This design comes from an exercise in tuning for small area, a short achievable clock period and few clock cycles per item on the open sky130 flow, not from production work. At most, simulation tests tie the RTL to the original design; equivalence was not proved. Power and IR drop assume default switching activity.

// cnn_top
module cnn_top (
	input  wire         clk,
	input  wire         reset_b,
	input  wire         run,
	output logic        busy,
	output logic [11:0] in_rd_addr,
	input  wire  [15:0] in_rd_data,
	output logic [11:0] weights_rd_addr,
	input  wire  [15:0] weights_rd_data,
	output logic [28:0] out_wr
);
Size in the first run: roughly 580 flip-flops, ~89 I/O pins, ~32,000 um^2 of cells after synthesis.
export LEC_CHECK = 0
export CAP_MARGIN = 20
export CORE_MARGIN = 2
export CORE_UTILIZATION = 50
export CTS_CLUSTER_DIAMETER = 80
export CTS_CLUSTER_SIZE = 24
export SLEW_MARGIN = 70
export SYNTH_HIERARCHICAL = 1
export TNS_END_PERCENT = 20
create_clock -name core_clock -period 10.0 [get_ports {clk}]
standard.sh (not shown) runs the stock make flow with config.mk's settings and CLKGATE_MAP_FILE= SYNTH_SCRIPT=/design/flow/synth_recipe.tcl, a recipe that flattens the netlist after the stock synthesis.
==> flow/flow/run.sh <==
#!/bin/bash
set -euo pipefail
cd "$(dirname "$0")/.."
export SETUP_SLACK_MARGIN=6.8
export BUFFER_PORTS_ARGS="-buffer_cell sky130_fd_sc_hd__buf_2"
bash standard.sh > flow_make.log 2>&1
Testbench counts at the start, summed over its fixed seeds: cycles 144,886, items 32,549.
Next try:
--- a/flow/config.mk
+++ b/flow/config.mk
@@ -8,8 +8,7 @@
 export CAP_MARGIN = 20
 export CORE_MARGIN = 2
-export CORE_UTILIZATION = 50
+export CORE_UTILIZATION = 70
 export CTS_CLUSTER_DIAMETER = 80
 export CTS_CLUSTER_SIZE = 24
 export SLEW_MARGIN = 70
 export SYNTH_HIERARCHICAL = 1
-export TNS_END_PERCENT = 20
The changed run finished clean.
Worst setup slack gets better by 0.049 ns.
Maximum frequency goes up slightly.
Design area goes down slightly.
Area after synthesis stays the same.
Combinational power goes down by a few percent.
Synthesized cell count is unchanged.
Total power goes down by a few percent.
Next try:
--- a/flow/config.mk
+++ b/flow/config.mk
@@ -8,7 +8,7 @@
 export CAP_MARGIN = 20
 export CORE_MARGIN = 2
-export CORE_UTILIZATION = 70
+export CORE_UTILIZATION = 50
 export CTS_CLUSTER_DIAMETER = 80
 export CTS_CLUSTER_SIZE = 24
-export SLEW_MARGIN = 70
+export SLEW_MARGIN = 20
 export SYNTH_HIERARCHICAL = 1
Outcome:
- The changed run completed with no timing, DRC or antenna violations
- maximum frequency fell by a few percent
- setup slack got worse by 0.082 ns
- clock power grows by a few percent
- cell area climbs slightly
- cell count climbs by a little under a tenth
- total power goes up by a few percent
- worst hold slack is better by 0.0068 ns
- non-clock buffer count drops by 8
- area after synthesis does not change
- sequential power stays flat
- count of clock-buffer cells in the layout came out higher by 1

---

run A:
Another version of the RTL of cnn_top (not shown whole).
Size: ~2600 cells after synthesis, roughly 89 I/O pins, roughly 0.031 sq mm of cells after synthesis.
Settings: LEC_CHECK=0, CAP_MARGIN=20, CORE_MARGIN=2, CORE_UTILIZATION=50, SLEW_MARGIN=70, SYNTH_HIERARCHICAL=1; clock period 10.0 ns.
==> flow/flow/run.sh <==
#!/bin/bash
set -euo pipefail
cd "$(dirname "$0")/.."
export SETUP_SLACK_MARGIN=7.0
bash standard.sh > flow_make.log 2>&1
#### Input delta (run B over run A)
==> flow/flow/run.sh <==
#!/bin/bash
set -euo pipefail
cd "$(dirname "$0")/.."
export SETUP_SLACK_MARGIN=7.5
bash standard.sh > flow_make.log 2>&1
==> comparison <==
Re number of antenna violations at the first check in global routing: run A and run B aren't equal, and the higher value belongs to run A.
Shortest clock period the worst path allows after layout ended up 0.022 ns higher on run B than on run A.
Between run B and run A, the final area figures differ only marginally.
As far as count of unresolved DRC violations after routing goes, run A and run B are indistinguishable; the numbers are identical.
From run A to run B the numbers moved as follows: worst hold slack was more or less identical; share of final-layout standard cells stronger than drive strength 1 went up by 3.0 points; post-cts resize count went down by 68; wire length reported by the detailed router went up by 6.1%.
Comparing run A and run B, final critical-path setup slack is higher on run A.
Run B can be clocked slower than run A.
What run C does differently from run B at the input level:
# run B
export LEC_CHECK = 0
export CAP_MARGIN = 20
export CORE_MARGIN = 2
export CORE_UTILIZATION = 50
export SLEW_MARGIN = 70
export SYNTH_HIERARCHICAL = 1
create_clock -name core_clock -period 10.0 [get_ports {clk}]
# run C
export LEC_CHECK = 0
export CAP_MARGIN = 20
export CORE_MARGIN = 2
export CORE_UTILIZATION = 50
export CTS_CLUSTER_DIAMETER = 80
export CTS_CLUSTER_SIZE = 24
export SETUP_SLACK_MARGIN = 5
export SLEW_MARGIN = 70
export SYNTH_HIERARCHICAL = 1
create_clock -name core_clock -period 10.0 [get_ports {clk}]
==> flow/run.sh (new file) <==
#!/bin/bash
# synth_recipe.tcl (not shown) runs the flow's synth.tcl, then flattens the netlist and writes it again
# the make line also repeats each setting of config.mk as NAME=value (left out here)
make -C /OpenROAD-flow-scripts/flow DESIGN_CONFIG=/design/flow/config.mk WORK_HOME=/design/flow/orfs CLKGATE_MAP_FILE= SYNTH_SCRIPT=/design/flow/synth_recipe.tcl finish
removed: flow/flow/run.sh
removed: flow/standard.sh
--- outcome ---
Multi-input logic portion of the cell area | run C above run B
Run C vs run B: wire length down by a little under 10%
Number of clock buffers in the layout, run C vs run B: down by more than a quarter
In the tables for run C and run B, hold slack reads lower with run B.
Power density over cell area: run C vs run B down about 5%
Modified inputs, run D compared to run C
# run C
export LEC_CHECK = 0
export CAP_MARGIN = 20
export CORE_MARGIN = 2
export CORE_UTILIZATION = 50
export CTS_CLUSTER_DIAMETER = 80
export CTS_CLUSTER_SIZE = 24
export SETUP_SLACK_MARGIN = 5
export SLEW_MARGIN = 70
export SYNTH_HIERARCHICAL = 1
create_clock -name core_clock -period 10.0 [get_ports {clk}]
# run D
export LEC_CHECK = 0
export CAP_MARGIN = 20
export CORE_MARGIN = 2
export CORE_UTILIZATION = 50
export CTS_CLUSTER_DIAMETER = 100
export CTS_CLUSTER_SIZE = 20
export SETUP_SLACK_MARGIN = 5
export SLEW_MARGIN = 70
export SYNTH_HIERARCHICAL = 1
create_clock -name core_clock -period 10.0 [get_ports {clk}]
==> summary.txt <==
Run D finished every step from synthesis to the final layout, and the layout passed the timing, DRC and antenna checks.
Run C was routed with fewer vias than run D.
Run C and run D ended up with roughly the same final routed wirelength across all metal layers.
Run D and run C ended up with roughly the same sequential standard cell area.
No run of this note included a check of the RTL's function; only the layout flow was run.

[what the ideal ports hide]
The flow's constraints put no driver on any port. The routed layouts listed below were extracted and timed again, unchanged, in two steps.
Step 1 assumes that a clkbuf_16 drives the clock port and a buf_2 every other input.
Step 2 moves the port delays by t, midway between the first and last clock arrival at a register: inputs arrive t later, outputs are due t later. That takes back most of the time a late clock gives input paths.
Slacks: ideal / step 1 / step 2; pairs: ideal / step 1.
run | shift t [ns] | slack for setup (ns) | worst setup path after step 2 | clock arrival spread, ns
the first run of note 1 | 0.649 | 6.829 / 6.813 / 6.829 | register to register | 0.027 / 0.026
the second run of note 1 | 0.635 | 6.878 / 6.818 / 6.878 | register to register | 0.029 / 0.029
the third run of note 1 | 0.651 | 6.796 / 6.796 / 6.709 | input to register | 0.031 / 0.031
run A | 0.696 | 6.617 / 6.617 / 6.483 | input to register | 0.033 / 0.033
run B | 0.674 | 6.595 / 6.595 / 6.595 | register to register | 0.071 / 0.070
run C | 0.692 | 6.170 / 6.109 / 6.419 | register to register | 0.041 / 0.041
run D | 0.635 | 6.255 / 6.193 / 6.449 | register to register | 0.033 / 0.033
After both steps every run listed still meets setup and hold. For run A, which loses most, drivers alone change the setup slack by 0.000 ns; drivers and shift together by -0.134 ns.
